From an optimization exercise on the open Yosys and OpenROAD flow, aimed at a short achievable clock period and few clock cycles; shortcuts taken in it are not production practice. For this run, only the layout was checked, not whether the RTL still works. Power figures rest on the tool's default switching activity, not on a simulated workload.

--- design.v ---
`timescale 1ns/1ps
`default_nettype none
package mips_pkg;
  typedef logic [31:0] word_t;       
  typedef logic [4:0]  reg_addr_t;   
  localparam int c_write_reg   = 13;
  localparam int c_write_mem   = 12;
  localparam int c_alu_or_mem  = 11;
  localparam int c_mem_partial = 10;
  localparam int c_mem_op_hi   = 9;
  localparam int c_mem_op_lo   = 8;
  localparam int c_alu_src_b   = 7;
  localparam int c_alu_op_hi   = 6;
  localparam int c_alu_op_lo   = 3;
  localparam int c_reg_dst     = 2;
  localparam int c_imm_ext_hi  = 1;
  localparam int c_imm_ext_lo  = 0;
endpackage
`default_nettype wire
`timescale 1ns/1ps
`default_nettype none
module alu (
  input  logic [10:0] sel,      
  input  logic [31:0] a,
  input  logic [31:0] b,
  input  logic [4:0]  shamt,
  output logic [31:0] result
);
  logic [31:0] sum;
  logic [31:0] diff;
  logic        lt_signed;
  logic        lt_unsigned;
  logic [31:0] shl;
  logic [31:0] shr;
  logic [31:0] sha;
  assign sum         = a + b;
  assign diff        = a - b;
  assign lt_signed   = $signed(a) < $signed(b);
  assign lt_unsigned = a < b;
  assign shl         = b << shamt;
  assign shr         = b >> shamt;
  assign sha         = $signed(b) >>> shamt;
  assign result = ({32{sel[0]}}  & sum)
                | ({32{sel[1]}}  & diff)
                | ({32{sel[2]}}  & (a & b))
                | ({32{sel[3]}}  & (a | b))
                | ({32{sel[4]}}  & (a ^ b))
                | ({32{sel[5]}}  & ~(a | b))
                | {31'd0, (sel[6] & lt_signed) | (sel[7] & lt_unsigned)}
                | ({32{sel[8]}}  & shl)
                | ({32{sel[9]}}  & shr)
                | ({32{sel[10]}} & sha);
endmodule
`default_nettype wire
`timescale 1ns/1ps
`default_nettype none
module regfile (
  input  logic        clk,
  input  logic [4:0]  wr_addr,    
  input  logic [31:0] wr_data,
  input  logic [4:0]  rd_addr_1,
  input  logic [4:0]  rd_addr_2,
  output logic [31:0] rd_data_1,
  output logic [31:0] rd_data_2
);
  logic [31:0] regs [1:31];
  always_ff @(posedge clk) begin
    if (wr_addr != 5'd0) begin
      regs[wr_addr] <= wr_data;
    end
  end
  assign rd_data_1 = (rd_addr_1 == 5'd0) ? 32'd0 : regs[rd_addr_1];
  assign rd_data_2 = (rd_addr_2 == 5'd0) ? 32'd0 : regs[rd_addr_2];
endmodule
`default_nettype wire
`timescale 1ns/1ps
`default_nettype none
module fetch_stage (
  input  logic        clk,
  input  logic        rst_n,
  input  logic        run,
  input  logic        stall,
  output logic [29:0] inst_mem_addr,
  input  logic [31:0] inst_mem_data,
  output logic [31:0] ir              
);
  logic [29:0] pc;        
  logic        advance;
  assign advance       = run && !stall;   
  assign inst_mem_addr = pc;
  always_ff @(posedge clk) begin
    if (!rst_n) begin
      pc <= '0;                     
    end else if (advance) begin
      pc <= pc + 30'd1;
    end
  end
  always_ff @(posedge clk) begin
    if (!rst_n) begin
      ir <= '0;                     
    end else if (advance) begin
      ir <= inst_mem_data;
    end
  end
endmodule
`default_nettype wire
`timescale 1ns/1ps
`default_nettype none
module decode_stage (
  input  logic        clk,
  input  logic        rst_n,
  input  logic        run,
  input  logic [31:0] ir,
  input  logic [13:0] ctrl,
  output logic [5:0]  opcode,
  output logic [5:0]  fcode,
  input  logic [4:0]  m_dst,       
  input  logic [31:0] m_value,     
  input  logic [4:0]  w_dst,       
  input  logic [31:0] w_value,
  output logic        stall,
  output logic [4:0]  e_dst,
  output logic        e_is_load,
  output logic        e_is_store,
  output logic        e_partial,
  output logic [1:0]  e_mem_op,
  output logic [10:0] e_sel,
  output logic [4:0]  e_shamt,
  output logic [31:0] e_a,
  output logic [31:0] e_b,
  output logic [31:0] e_sd,
  output logic        e_fa,        
  output logic        e_fb,
  output logic        e_fsd_alu,   
  output logic        e_fsd_ld     
);
  logic [4:0]  rs, rt, rd;
  logic [15:0] imm;
  logic        c_write_reg, c_write_mem, c_alu_or_mem, c_alu_src_b, c_reg_dst;
  logic [3:0]  c_alu_op;
  logic [1:0]  c_imm_ext;
  logic [31:0] rf_1, rf_2;
  logic [31:0] rv_1, rv_2;
  logic [31:0] imm_ext;
  logic [4:0]  dst;
  logic        active;
  logic        uses_rs, uses_rt;
  logic        e_hit_rs, e_hit_rt;
  logic [10:0] sel;
  assign opcode = ir[31:26];
  assign fcode  = ir[5:0];
  assign rs     = ir[25:21];
  assign rt     = ir[20:16];
  assign rd     = ir[15:11];
  assign imm    = ir[15:0];
  assign c_write_reg  = ctrl[mips_pkg::c_write_reg];
  assign c_write_mem  = ctrl[mips_pkg::c_write_mem];
  assign c_alu_or_mem = ctrl[mips_pkg::c_alu_or_mem];
  assign c_alu_src_b  = ctrl[mips_pkg::c_alu_src_b];
  assign c_alu_op     = ctrl[mips_pkg::c_alu_op_hi:mips_pkg::c_alu_op_lo];
  assign c_reg_dst    = ctrl[mips_pkg::c_reg_dst];
  assign c_imm_ext    = ctrl[mips_pkg::c_imm_ext_hi:mips_pkg::c_imm_ext_lo];
  regfile rf_unit (
    .clk,
    .wr_addr   (w_dst),
    .wr_data   (w_value),
    .rd_addr_1 (rs),
    .rd_addr_2 (rt),
    .rd_data_1 (rf_1),
    .rd_data_2 (rf_2)
  );
  assign rv_1 = (rs != 5'd0 && rs == m_dst) ? m_value :
                (rs != 5'd0 && rs == w_dst) ? w_value : rf_1;
  assign rv_2 = (rt != 5'd0 && rt == m_dst) ? m_value :
                (rt != 5'd0 && rt == w_dst) ? w_value : rf_2;
  always_comb begin
    case (c_imm_ext)
      2'd1:    imm_ext = {16'h0000, imm};
      2'd2:    imm_ext = {imm, 16'h0000};         
      default: imm_ext = {{16{imm[15]}}, imm};
    endcase
  end
  assign dst = !c_write_reg ? 5'd0 : c_reg_dst ? rd : rt;
  always_comb begin
    for (int k = 0; k < 11; k++) sel[k] = (c_alu_op == 4'(k));
  end
  assign active   = c_write_reg || c_write_mem;
  assign uses_rs  = active && !c_alu_op[3];       
  assign uses_rt  = active && !c_alu_src_b;
  assign e_hit_rs = (e_dst != 5'd0) && (rs == e_dst);
  assign e_hit_rt = (e_dst != 5'd0) && (rt == e_dst);
  assign stall    = e_is_load && ((e_hit_rs && uses_rs) || (e_hit_rt && uses_rt));
  always_ff @(posedge clk) begin
    if (!rst_n) begin
      e_dst      <= '0;                       
      e_is_load  <= 1'b0;
      e_is_store <= 1'b0;
    end else if (run) begin
      e_dst      <= stall ? 5'd0 : dst;
      e_is_load  <= !stall && c_alu_or_mem && (dst != 5'd0);
      e_is_store <= !stall && c_write_mem;
    end
  end
  always_ff @(posedge clk) begin
    if (run) begin
      e_partial <= ctrl[mips_pkg::c_mem_partial];
      e_mem_op  <= ctrl[mips_pkg::c_mem_op_hi:mips_pkg::c_mem_op_lo];
      e_sel     <= sel;
      e_shamt   <= ir[10:6];
      e_a       <= rv_1;
      e_b       <= c_alu_src_b ? imm_ext : rv_2;
      e_sd      <= rv_2;
      e_fa      <= e_hit_rs;
      e_fb      <= e_hit_rt && !c_alu_src_b;
      e_fsd_alu <= e_hit_rt && !e_is_load;
      e_fsd_ld  <= e_hit_rt && e_is_load;
    end
  end
endmodule
`default_nettype wire
`timescale 1ns/1ps
`default_nettype none
module execute_stage (
  input  logic        clk,
  input  logic        rst_n,
  input  logic        run,
  input  logic [4:0]  e_dst,
  input  logic        e_is_load,
  input  logic        e_is_store,
  input  logic        e_partial,
  input  logic [1:0]  e_mem_op,
  input  logic [10:0] e_sel,
  input  logic [4:0]  e_shamt,
  input  logic [31:0] e_a,
  input  logic [31:0] e_b,
  input  logic [31:0] e_sd,
  input  logic        e_fa,
  input  logic        e_fb,
  input  logic        e_fsd_alu,
  input  logic        e_fsd_ld,
  input  logic [31:0] load_data,    
  output logic [4:0]  m_dst,
  output logic        m_is_load,
  output logic        m_is_store,
  output logic        m_partial,
  output logic [1:0]  m_mem_op,
  output logic [31:0] m_result,
  output logic [31:0] m_sd
);
  logic [31:0] src_a;
  logic [31:0] src_b;
  logic [31:0] sd;
  logic [31:0] alu_result;
  assign src_a = e_fa ? m_result : e_a;
  assign src_b = e_fb ? m_result : e_b;
  assign sd    = e_fsd_ld ? load_data : e_fsd_alu ? m_result : e_sd;
  alu alu_unit (
    .sel    (e_sel),
    .a      (src_a),
    .b      (src_b),
    .shamt  (e_shamt),
    .result (alu_result)
  );
  always_ff @(posedge clk) begin
    if (!rst_n) begin
      m_dst      <= '0;            
      m_is_load  <= 1'b0;
      m_is_store <= 1'b0;
    end else if (run) begin
      m_dst      <= e_dst;
      m_is_load  <= e_is_load;
      m_is_store <= e_is_store;
    end
  end
  always_ff @(posedge clk) begin
    if (run) begin
      m_partial <= e_partial;
      m_mem_op  <= e_mem_op;
      m_result  <= alu_result;
      m_sd      <= sd;
    end
  end
endmodule
`default_nettype wire
`timescale 1ns/1ps
`default_nettype none
module memory_stage (
  input  logic        clk,
  input  logic        rst_n,
  input  logic        run,
  input  logic [4:0]  m_dst,
  input  logic        m_is_load,
  input  logic        m_is_store,
  input  logic        m_partial,
  input  logic [1:0]  m_mem_op,
  input  logic [31:0] m_result,
  input  logic [31:0] m_sd,
  output logic        data_mem_we,
  output logic [3:0]  data_mem_be,
  output logic [29:0] data_mem_addr,
  output logic [31:0] data_mem_wdata,
  input  logic [31:0] data_mem_rdata,
  output logic [31:0] load_data,
  output logic [31:0] m_value,      
  output logic [4:0]  w_dst,
  output logic [31:0] w_value
);
  logic [1:0]  lo_addr;
  logic [7:0]  load_byte;
  logic [15:0] load_half;
  assign lo_addr       = m_result[1:0];
  assign data_mem_we   = run && m_is_store;   
  assign data_mem_addr = m_result[31:2];
  always_comb begin
    data_mem_be    = 4'b1111;                       
    data_mem_wdata = m_sd;
    if (m_partial) begin
      if (!m_mem_op[0]) begin
        data_mem_be    = 4'b0001 << lo_addr;      
        data_mem_wdata = {4{m_sd[7:0]}};
      end else begin
        data_mem_be    = lo_addr[1] ? 4'b1100 : 4'b0011;
        data_mem_wdata = {2{m_sd[15:0]}};
      end
    end
  end
  assign load_byte = data_mem_rdata[8*lo_addr +: 8];
  assign load_half = lo_addr[1] ? data_mem_rdata[31:16] : data_mem_rdata[15:0];
  always_comb begin
    load_data = data_mem_rdata;                     
    if (m_partial) begin
      case (m_mem_op)
        2'b00: load_data = {24'd0, load_byte};
        2'b01: load_data = {16'd0, load_half};
        2'b10: load_data = {{24{load_byte[7]}}, load_byte};
        2'b11: load_data = {{16{load_half[15]}}, load_half};
      endcase
    end
  end
  assign m_value = m_is_load ? load_data : m_result;
  always_ff @(posedge clk) begin
    if (!rst_n) begin
      w_dst <= '0;
    end else if (run) begin
      w_dst <= m_dst;
    end
  end
  always_ff @(posedge clk) begin
    if (run) begin
      w_value <= m_value;
    end
  end
endmodule
`default_nettype wire
`timescale 1ns/1ps
`default_nettype none
module mips_datapath (
  input  logic             clk,
  input  logic             rst_n,
  input  logic             run,
  output logic [29:0]      inst_mem_addr,
  input  logic [31:0]      inst_mem_data,
  output logic [5:0]       opcode,
  output logic [5:0]       fcode,
  input  logic [13:0]      ctrl,
  output logic             data_mem_we,
  output logic [3:0]       data_mem_be,
  output logic [29:0]      data_mem_addr,
  output logic [31:0]      data_mem_wdata,
  input  logic [31:0]      data_mem_rdata
);
  logic [31:0] ir;
  logic        stall;
  logic [4:0]  e_dst;
  logic        e_is_load, e_is_store, e_partial;
  logic [1:0]  e_mem_op;
  logic [10:0] e_sel;
  logic [4:0]  e_shamt;
  logic [31:0] e_a, e_b, e_sd;
  logic        e_fa, e_fb, e_fsd_alu, e_fsd_ld;
  logic [4:0]  m_dst;
  logic        m_is_load, m_is_store, m_partial;
  logic [1:0]  m_mem_op;
  logic [31:0] m_result, m_sd;
  logic [31:0] load_data, m_value;
  logic [4:0]  w_dst;
  logic [31:0] w_value;
  fetch_stage fetch_unit (
    .clk, .rst_n, .run, .stall,
    .inst_mem_addr, .inst_mem_data, .ir
  );
  decode_stage decode_unit (
    .clk, .rst_n, .run, .ir, .ctrl, .opcode, .fcode,
    .m_dst, .m_value, .w_dst, .w_value, .stall,
    .e_dst, .e_is_load, .e_is_store, .e_partial, .e_mem_op, .e_sel, .e_shamt,
    .e_a, .e_b, .e_sd, .e_fa, .e_fb, .e_fsd_alu, .e_fsd_ld
  );
  execute_stage execute_unit (
    .clk, .rst_n, .run,
    .e_dst, .e_is_load, .e_is_store, .e_partial, .e_mem_op, .e_sel, .e_shamt,
    .e_a, .e_b, .e_sd, .e_fa, .e_fb, .e_fsd_alu, .e_fsd_ld, .load_data,
    .m_dst, .m_is_load, .m_is_store, .m_partial, .m_mem_op, .m_result, .m_sd
  );
  memory_stage memory_unit (
    .clk, .rst_n, .run,
    .m_dst, .m_is_load, .m_is_store, .m_partial, .m_mem_op, .m_result, .m_sd,
    .data_mem_we, .data_mem_be, .data_mem_addr, .data_mem_wdata, .data_mem_rdata,
    .load_data, .m_value, .w_dst, .w_value
  );
endmodule
`default_nettype wire
--- config.mk ---
export PLATFORM = sky130hd
export DESIGN_NAME = mips_datapath
export DESIGN_NICKNAME = mips_datapath
export VERILOG_FILES = /design/flow/design.v
export SDC_FILE = /design/flow/constraint.sdc
export NUM_CORES = 4
export LEC_CHECK = 0
export CAP_MARGIN = 20
export CORE_MARGIN = 2
export CORE_UTILIZATION = 40
export SETUP_SLACK_MARGIN = 3.4
export SLEW_MARGIN = 20
export TNS_END_PERCENT = 100
--- constraint.sdc ---
create_clock -name core_clock -period 6.0 [get_ports {clk}]
set_input_delay 1.2000 -clock core_clock [delete_from_list [all_inputs] [get_ports {clk}]]
set_output_delay 1.2000 -clock core_clock [all_outputs]
set_load 0.01 [all_outputs]
--- run.sh ---
#!/bin/bash
# synth_recipe.tcl (not shown) runs the flow's synth.tcl, then flattens the netlist and writes it again
# the make line also repeats each setting of config.mk as NAME=value (left out here)
make -C /OpenROAD-flow-scripts/flow DESIGN_CONFIG=/design/flow/config.mk WORK_HOME=/design/flow/orfs CLKGATE_MAP_FILE= SYNTH_SCRIPT=/design/flow/synth_recipe.tcl finish
==> impl_metrics.env <==
export IMPL_grt_usage=0.305
export IMPL_relSlewSlack=0.0372
export IMPL_avgRoutedWirePerCell_um=34.9
export IMPL_comb_power_share=0.266
export IMPL_register_area_um2=38300
export IMPL_endpoint_kind="flop"
export IMPL_syn_area_um2=71100
export IMPL_sequentialPowerShare=0.404
export IMPL_grt_max_degree=142
export IMPL_peakVddDrop_uv=307
export IMPL_hold_path_end="execute_unit.m_mem_op[1]"
export IMPL_hold_class="flop to flop"
export IMPL_rows=154
export IMPL_maxCapViolCount=0
export IMPL_p_int_uw=18200
export IMPL_tns_ps=0
export IMPL_r2r_start="decode_unit.e_fb"
export IMPL_grt_pass1_wl_mm=391
export IMPL_met2_usage=0.494
export IMPL_vias_per_cell=6.45
export IMPL_use_met1=0.380
export IMPL_die_w_um=426
export IMPL_cts_path_max_buffers=3
export IMPL_via_count=52100
export IMPL_netSwitchingFraction=0.307
export IMPL_holdPathStages=0
export IMPL_gp_congestion=0.978
export IMPL_yosysSeqAreaShare=0.537
export IMPL_cts_tree="yes"
export IMPL_design_area_um2=91700
export IMPL_nFillCells=14300
export IMPL_synth_adder_area_share=0.0180
export IMPL_fmax_mhz=248
export IMPL_clock_root_buffer="clkbuf_16"
export IMPL_synth_top_family_by_area="multiplexers"
export IMPL_hold_viol=0
export IMPL_post_route_drc_count=0
export IMPL_synth_area_per_cell_um2=14.1
export IMPL_leakagePower_uw=0.0306
export IMPL_powerDensity_nw_per_um2=286
export IMPL_grt_util_met3=0.0561
export IMPL_path_clk_slew_ps=70
export IMPL_first_iter_violations=6691
export IMPL_required_ps=6660
export IMPL_io_buffers=189
export IMPL_postSynth_asyncResetShare=0
export IMPL_cts_hold_buffers=0
export IMPL_routed_wl_mm=282
export IMPL_cp_max_fo=7
export IMPL_synthSimpleGateAreaFrac=0.0587
export IMPL_synth_compound_area_frac=0.0978
export IMPL_status="timing/DRC/antenna clean"
export IMPL_fin_nets=5805
export IMPL_maxSlewViolCount=0
export IMPL_worstRegToRegCells=19
export IMPL_setup_violations=0
export IMPL_synthXorXnorAreaFrac=0.00850
export IMPL_min_from="decode_unit.e_mem_op[1]"
export IMPL_mappedNetlistNets=5210
export IMPL_layout_worst_path_cycle_share=0.672
export IMPL_layout_drive_gt1_share=0.409
export IMPL_top_usage_layer="met2"
export IMPL_synth_edff_count=1210
export IMPL_placed_cell_area_um2=76000
export IMPL_reg2reg_to="execute_unit.m_result[28]"
export IMPL_ioPinCount=190
export IMPL_antenna_found_initial=13
export IMPL_grt_pass1_vias=51300
export IMPL_worst_slew_pin_slew_ps=1440
export IMPL_reg2reg_slack_ps=1970
export IMPL_antenna_left=0
export IMPL_coreArea_um2=176000
export IMPL_pwr_share_clk=0.331
export IMPL_critPathKind="flop to flop"
export IMPL_multiInputGateArea_um2=34600
export IMPL_fin_worst_skew_ps=36.1
export IMPL_start_kind="flop"
export IMPL_cp_arrival_ps=4690
export IMPL_yosysUniqueCellTypes=80
export IMPL_synth_seq_cells=1301
export IMPL_yosysWarnings=5
export IMPL_cts_buffers=146
export IMPL_drtPass1Iterations=6
export IMPL_initial_core_util=0.403
export IMPL_layout_area_overhead_vs_synth_pct=28.9
export IMPL_finalCriticalPeriod_ps=4030
export IMPL_cts_sinks=1301
export IMPL_clk_latency_ps=810
export IMPL_die_y_um=426
export IMPL_muxShareOfSynthArea=0.244
export IMPL_total_power_uw=26300
export IMPL_synth_ff_type="edfxtp_1"
export IMPL_die_area_um2=181000
export IMPL_htree_levels=4
export IMPL_rsz0062_at_grt="yes"
export IMPL_overflow=0
export IMPL_switching_power_uw=8060
export IMPL_dpl_hpwl_mm=170
export IMPL_synth_cells=5028
==> flip-flops by register name, indices dropped and copies added (netlist names), 2 cells and up, named ones only <==
name and count:
decode_unit.e_a 32, decode_unit.e_b 32, decode_unit.e_dst 5, decode_unit.e_mem_op 2, decode_unit.e_sd 32, decode_unit.e_sel 11, decode_unit.e_shamt 5, decode_unit.rf_unit.regs 992
execute_unit.m_dst 5, execute_unit.m_mem_op 2, execute_unit.m_result 32, execute_unit.m_sd 32, fetch_unit.ir 32, fetch_unit.pc 30, memory_unit.w_dst 5, memory_unit.w_value 32
==> power groups by stage <==
stage / sequential, uW / combinational [uW] / clock, uW
2_1_floorplan: 10600 / 3160 / 0
4_1_cts: 10600 / 6250 / 8770
3_5_place_dp: 10900 / 4660 / 0
3_3_place_gp: 10900 / 4670 / 0
5_1_grt: 10600 / 7230 / 9130
6_report: 10600 / 6980 / 8680
==> per-stage QoR <==
step	hold slack [ps]	util	cells	setup slack, ps
after floorplan	400	-	5028	1500
after global routing	429	0.520	8073	1900
after global placement	406	0.431	7235	1250
after CTS	418	0.506	7934	2000
final	419	0.520	8078	1970
after detailed placement	406	0.431	7237	1150
==> cells by family after synthesis <==
kind of cell	Yosys count
AOI/OAI and AO/OA	1026
buffers and inverters	625
xor gates and xnor gates	69
DFF	1301
and+or+nand+nor	910
adders and majority gates	101
muxes	996
==> synth_stat cells, drive strengths merged, types with 99 or more instances <==
master / count / area share
a211oi: 119 / 0.013
mux2: 138 / 0.022
clkbuf: 294 / 0.016
buf: 171 / 0.013
edfxtp: 1210 / 0.51
mux4: 572 / 0.18
nor2: 296 / 0.016
inv: 155 / 0.0082
nand2: 266 / 0.014
o21ai: 132 / 0.0093
a21oi: 291 / 0.020
ha: 99 / 0.017
mux2i: 286 / 0.040
==> cell type report <==
cell class | instances | share of cell area
Sequential cell | 1301 | 0.418
Tap cell | 2340 | 0.0319
Clock buffer | 188 | 0.0432
Timing Repair Buffer | 910 | 0.117
Multi-Input combinational cell | 3104 | 0.377
Clock inverter | 67 | 0.00629
Antenna cell | 8 | 0.000218
Inverter | 160 | 0.00691
==> routing by layer <==
metal  up-vias  wire length [um]
met1     27000            102000
met4         6             21400
met3       805             24300
met2      2960            134000
met5         -                38
li1      21300                 -
==> what timing repair did <==
action / CTS / global route
gates cloned: 59 / 2
setup endpoints to repair: 1047 / 300
gates resized for setup: 1320 / 278
setup buffers: 383 / 116
pin swaps: 186 / 148
==> critical path, cell delays in order, from the launching register on <==
cell,delay [ps]
edfxtp_1,450
buf_4,170
buf_6,110
buf_12,140
buf_12,150
mux2i_4,200
inv_2,120
ha_4,150
inv_2,40
fa_2,410
nor2b_4,140
o2111ai_2,160
and4_4,240
buf_12,130
or3_4,380
a21oi_4,280
o21ai_2,90
a21o_1,190
and3_1,170
o21ai_0,140
==> worst max path at each step <==
stage / from / end / slack [ps] / depth (start not counted)
3_5_place_dp: decode_unit.e_fb / execute_unit.m_result[0] / 1150 / 15
6_report: decode_unit.e_fb / execute_unit.m_result[28] / 1970 / 19
2_1_floorplan: decode_unit.e_fb / execute_unit.m_result[29] / 1500 / 18
3_3_place_gp: decode_unit.e_fb / execute_unit.m_result[0] / 1250 / 15
5_1_grt: decode_unit.e_fb / execute_unit.m_result[29] / 1900 / 13
4_1_cts: decode_unit.e_fb / execute_unit.m_result[29] / 2000 / 13
==> placed cells by master (no fill, tap or decap), drive strengths merged, types with 37 or more instances in the layout <==
cell | Yosys | routed
a211oi | 119 | 119
a21boi | 60 | 60
a21oi | 291 | 291
a221o | 37 | 37
a221oi | 63 | 63
a22o | 45 | 45
buf | 171 | 807
clkbuf | 294 | 190
clkdlybuf4s50 | 0 | 69
clkinv | 5 | 54
dfxtp | 91 | 91
edfxtp | 1210 | 1210
ha | 99 | 99
inv | 155 | 160
mux2 | 138 | 138
mux2i | 286 | 286
mux4 | 572 | 572
nand2 | 266 | 266
nand3 | 56 | 56
nor2 | 296 | 296
nor2b | 65 | 65
nor3 | 76 | 76
o21ai | 132 | 132
o22ai | 53 | 53
xnor2 | 52 | 52

==> port drivers added, routing unchanged <==
How much do the figures lean on ideal ports? The routed layout below was timed once more, with nothing changed but the port constraints.
Step 1 assumes that a clkbuf_16 drives the clock port and a buf_2 every other input.
Step 2 also shifts input and output timing later by t, the mid clock arrival at the registers, as if the neighbouring blocks saw the same clock.
Slacks: ideal ports / drivers / drivers and shift; pairs: ideal ports / drivers.
t, ns: 0.883
setup slack, ns: 1.969 / 1.969 / 1.969
latest minus earliest clock arrival (ns): 0.039 / 0.039
slew at the worst register clock pin (ns): 0.08 / 0.08
worst data-port slew with drivers (ns): 0.31
After both steps this run still meets setup and hold. The setup slack of this run moves by 0.000 ns with the drivers and by 0.000 ns with both steps.
